This design comes from an exercise in tuning for small area, a short achievable clock period and few clock cycles per item on the open sky130 flow, not from production work.
Where RTL was checked, it was by simulation tests only, not by an equivalence proof against the original.

==> flow/design.v (excerpt) <==
module midpoint_ellipse_rasterizer_top #(
  parameter int RADIUS_BITS = 10,
  parameter int COORD_BITS  = 11
) (
  input  wire logic                                   clk_i,
  input  wire logic                                   rst_ni,
  input  wire logic                                   cfg_we_i,
  input  wire logic [mer_pkg::CFG_IDX_W-1:0]          cfg_idx_i,
  input  wire logic [((COORD_BITS > RADIUS_BITS) ? COORD_BITS : RADIUS_BITS)-1:0] cfg_data_i,
  input  wire logic                                   in_valid_i,
  output logic                                        in_stall_o,
  input  wire logic                                   restart_i,
  output logic                                        out_valid_o,
  input  wire logic                                   out_stall_i,
  output logic signed [mer_pkg::PIX_W-1:0]            pixel_x_o,
  output logic signed [mer_pkg::PIX_W-1:0]            pixel_y_o,
  output logic                                        last_o,
  output logic                                        finished_o
);
Size: about 49 I/O pins, ~0.019 mm^2 of cells after synthesis.
==> flow/config.mk <==
export PLATFORM = sky130hd
export DESIGN_NAME = midpoint_ellipse_rasterizer_top
export DESIGN_NICKNAME = midpoint_ellipse_rasterizer_top
export VERILOG_FILES = /design/flow/design.v
export SDC_FILE = /design/flow/constraint.sdc
export NUM_CORES = 4
export LEC_CHECK = 0
export CAP_MARGIN = 20
export CORE_MARGIN = 2
export CORE_UTILIZATION = 40
export CTS_CLUSTER_DIAMETER = 70
export CTS_CLUSTER_SIZE = 20
export SETUP_SLACK_MARGIN = 5
export SLEW_MARGIN = 20
==> flow/constraint.sdc <==
create_clock -name core_clock -period 10.0 [get_ports {clk_i}]
set_input_delay 2.0000 -clock core_clock [delete_from_list [all_inputs] [get_ports {clk_i}]]
set_output_delay 2.0000 -clock core_clock [all_outputs]
set_load 0.01 [all_outputs]
standard.sh (not shown) runs the stock make flow with config.mk's settings and CLKGATE_MAP_FILE= SYNTH_SCRIPT=/design/flow/synth_recipe.tcl, a recipe that flattens the netlist after the stock synthesis.
==> flow/flow/run.sh <==
#!/bin/bash
set -euo pipefail
bash standard.sh SETUP_SLACK_MARGIN=6.8 finish > standard_flow.log 2>&1
The first run completed with no timing, DRC or antenna violations.
Testbench counts at the start, summed over its fixed seeds: cycles 64,740, beats 62,804.
Next try:
--- a/flow/design.v
+++ b/flow/design.v
@@ -106,22 +106,23 @@
   logic        reg2_q;                 
   logic        out_valid_q;
   logic        pass_req_q;             
   logic        dec_valid_q;            
   logic        sw2_q, init1_q, init2_q;
   logic        rs_q, m1_q, m2_q;       
   logic [3:0]  mcnt_q;
   logic        step_a, sw1_a, sw2_a, i1_a, act_a;   
   logic        ka0, ka1, ka2, ka3;     
   logic        kb2;                    
   logic        xen_q, yen_q, b2_q;     
+  logic        den_q;                  
   logic [10:0] zq;                     
   logic        step_b, sw1_b, sw2_b, i1_b, act_b, kb0, kb3;  
   logic [9:0]  x_q, y_q;
   logic [32:0] sx_q, sy_q;             
   logic [43:0] d_q;                    
   logic [19:0] rx2_q, ry2_q;
   logic        csx_q, csy_q;           
   logic        c1_q, c2_q, cp_q;       
   logic        cmp_q;
   logic [10:0] xq, yq;                 
   logic        da_q, db_q;             
@@ -194,23 +195,23 @@
       if (ka1) z_n = rsel[19:9];
     end
     if (sw1_a) begin
       if (ka0) z_n = rx2_q[10:0];
       if (ka1) z_n = {2'b00, rx2_q[19:11]};
     end
     if (sw2_a) z_n = ~two_ry2_a;
   end
   assign opx = (xen_q ? xq : 11'd0) | {8'd0, b2_q, 2'b00};
   assign opy = yen_q ? yq : 11'd0;
   assign opz = zq;
-  assign dop   = i1_b ? 11'd0 : d_q[10:0];
+  assign dop   = den_q ? d_q[10:0] : 11'd0;
   assign s1    = dop ^ opx ^ opy;
   assign m1    = (dop & opx) | (dop & opy) | (opx & opy);
   assign c1v   = {m1[9:0], kb0 ? two_cin : c1_q};
   assign s2    = s1 ^ c1v ^ opz;
   assign m2    = (s1 & c1v) | (s1 & opz) | (c1v & opz);
   assign c2v   = {m2[9:0], !kb0 && c2_q};
   assign cpa_w = {1'b0, s2, 1'b1} + {1'b0, c2v, kb0 ? sw1_b : cp_q};
   assign dsum  = cpa_w[11:1];
   assign dco   = cpa_w[12];
   logic [12:0] cmp_w;
   logic        sw_now;
@@ -224,25 +225,26 @@
     issue_i1   = 1'b0;
     issue_i2   = 1'b0;
     issue_step = 1'b0;
     if (free_a) begin
       if (sw_now)          issue_sw1  = 1'b1;
       else if (sw2_q)      issue_sw2  = 1'b1;
       else if (init1_q)    issue_i1   = 1'b1;
       else if (init2_q)    issue_i2   = 1'b1;
       else if (pass_req_q) issue_step = 1'b1;
     end
   end
-  logic da_n, db_n;
-  assign da_n = (act_b && kb3) ? (!reg2_n || dsum[10]) : da_q;
-  assign db_n = (act_b && kb3) ? (reg2_n || !dsum[10]) : db_q;
+  logic da_n, db_n, dfin;
+  assign dfin = act_b && kb3;
+  assign da_n = dfin ? (!reg2_q || dsum[10]) : da_q;
+  assign db_n = dfin ? (reg2_q || !dsum[10]) : db_q;
   assign reg2_n = reg2_q || issue_sw1;
   always_ff @(posedge clk_i or negedge rst_ni) begin
     if (!rst_ni) begin
       pend_q      <= 1'b0;
       pend_rs_q   <= 1'b0;
       step_q      <= 1'b0;
       em_q        <= 1'b0;
       em_fin_q    <= 1'b0;
       bcnt_q      <= 2'd0;
       none_q      <= 1'b1;
       reg2_q      <= 1'b0;
@@ -381,25 +383,26 @@
     csy_q <= csy_a;
     zq    <= z_n;
     c1_q  <= m1[10];
     c2_q  <= m2[10];
     cp_q  <= dco;
     cmp_q <= cmp_w[12];
     xq    <= x_n;
     yq    <= y_n;
     if (act_b) d_q <= {dsum, d_q[43:11]};
     da_q  <= da_n;
     db_q  <= db_n;
-    xen_q <= !step_a || da_n;
-    yen_q <= !step_a || db_n;
+    xen_q <= (dfin ? (!step_a || !reg2_q) : (!step_a || da_q)) || (dfin && dsum[10]);
+    yen_q <= (dfin ? (!step_a || reg2_q) : (!step_a || db_q)) || (dfin && !dsum[10]);
     b2_q  <= step_a && ka0 && db_n;
+    den_q <= !i1_a;
     if (step_b && kb0) begin
       ca_q <= da_q;
       cb_q <= db_q;
     end
     if (rot_x) begin
       sx_q <= {sx_q[10:0], wb_x ? sxnew : sx_q[32:22], sx_q[21:11]};
     end else if (wb_x) begin
       sx_q[32:22] <= sxnew;
     end
     if (m2_q) begin
       sy_q <= {msp, sy_q[9:1]};
=> The new run finished with timing, DRC and antenna clean; flip-flop and latch count goes up by 1; synthesized cell count stays the same; count of clock-buffer cells in the layout goes up by 1; via count goes up by 0.38%.
The RTL of the second run of this note was laid out without a check of its function.

[re-timing with driven ports]
No port has a modelled driver above. Below, the same layouts with a new extraction and two added sets of constraints. Step 1, drivers: a clkbuf_16 drives clk_i and a buf_2 each remaining input, both assumed. Step 2, shift: input delay + t, output delay - t, t = (earliest + latest rising clock arrival at the registers) / 2. This alone moves slack from input paths to output paths. Three values: ideal, step 1, step 2; two values: the first two.
run | t, ns | setup slack, ns | worst data-port slew with drivers (ns)
the first run | 0.627 | 6.599 / 6.599 / 6.260 | 0.04
the second run | 0.635 | 6.468 / 6.468 / 6.310 | 0.04
After both steps setup and hold are still met in every run listed. The setup slack of the first run, which loses most, moves by 0.000 ns with the drivers and by -0.339 ns with both steps.
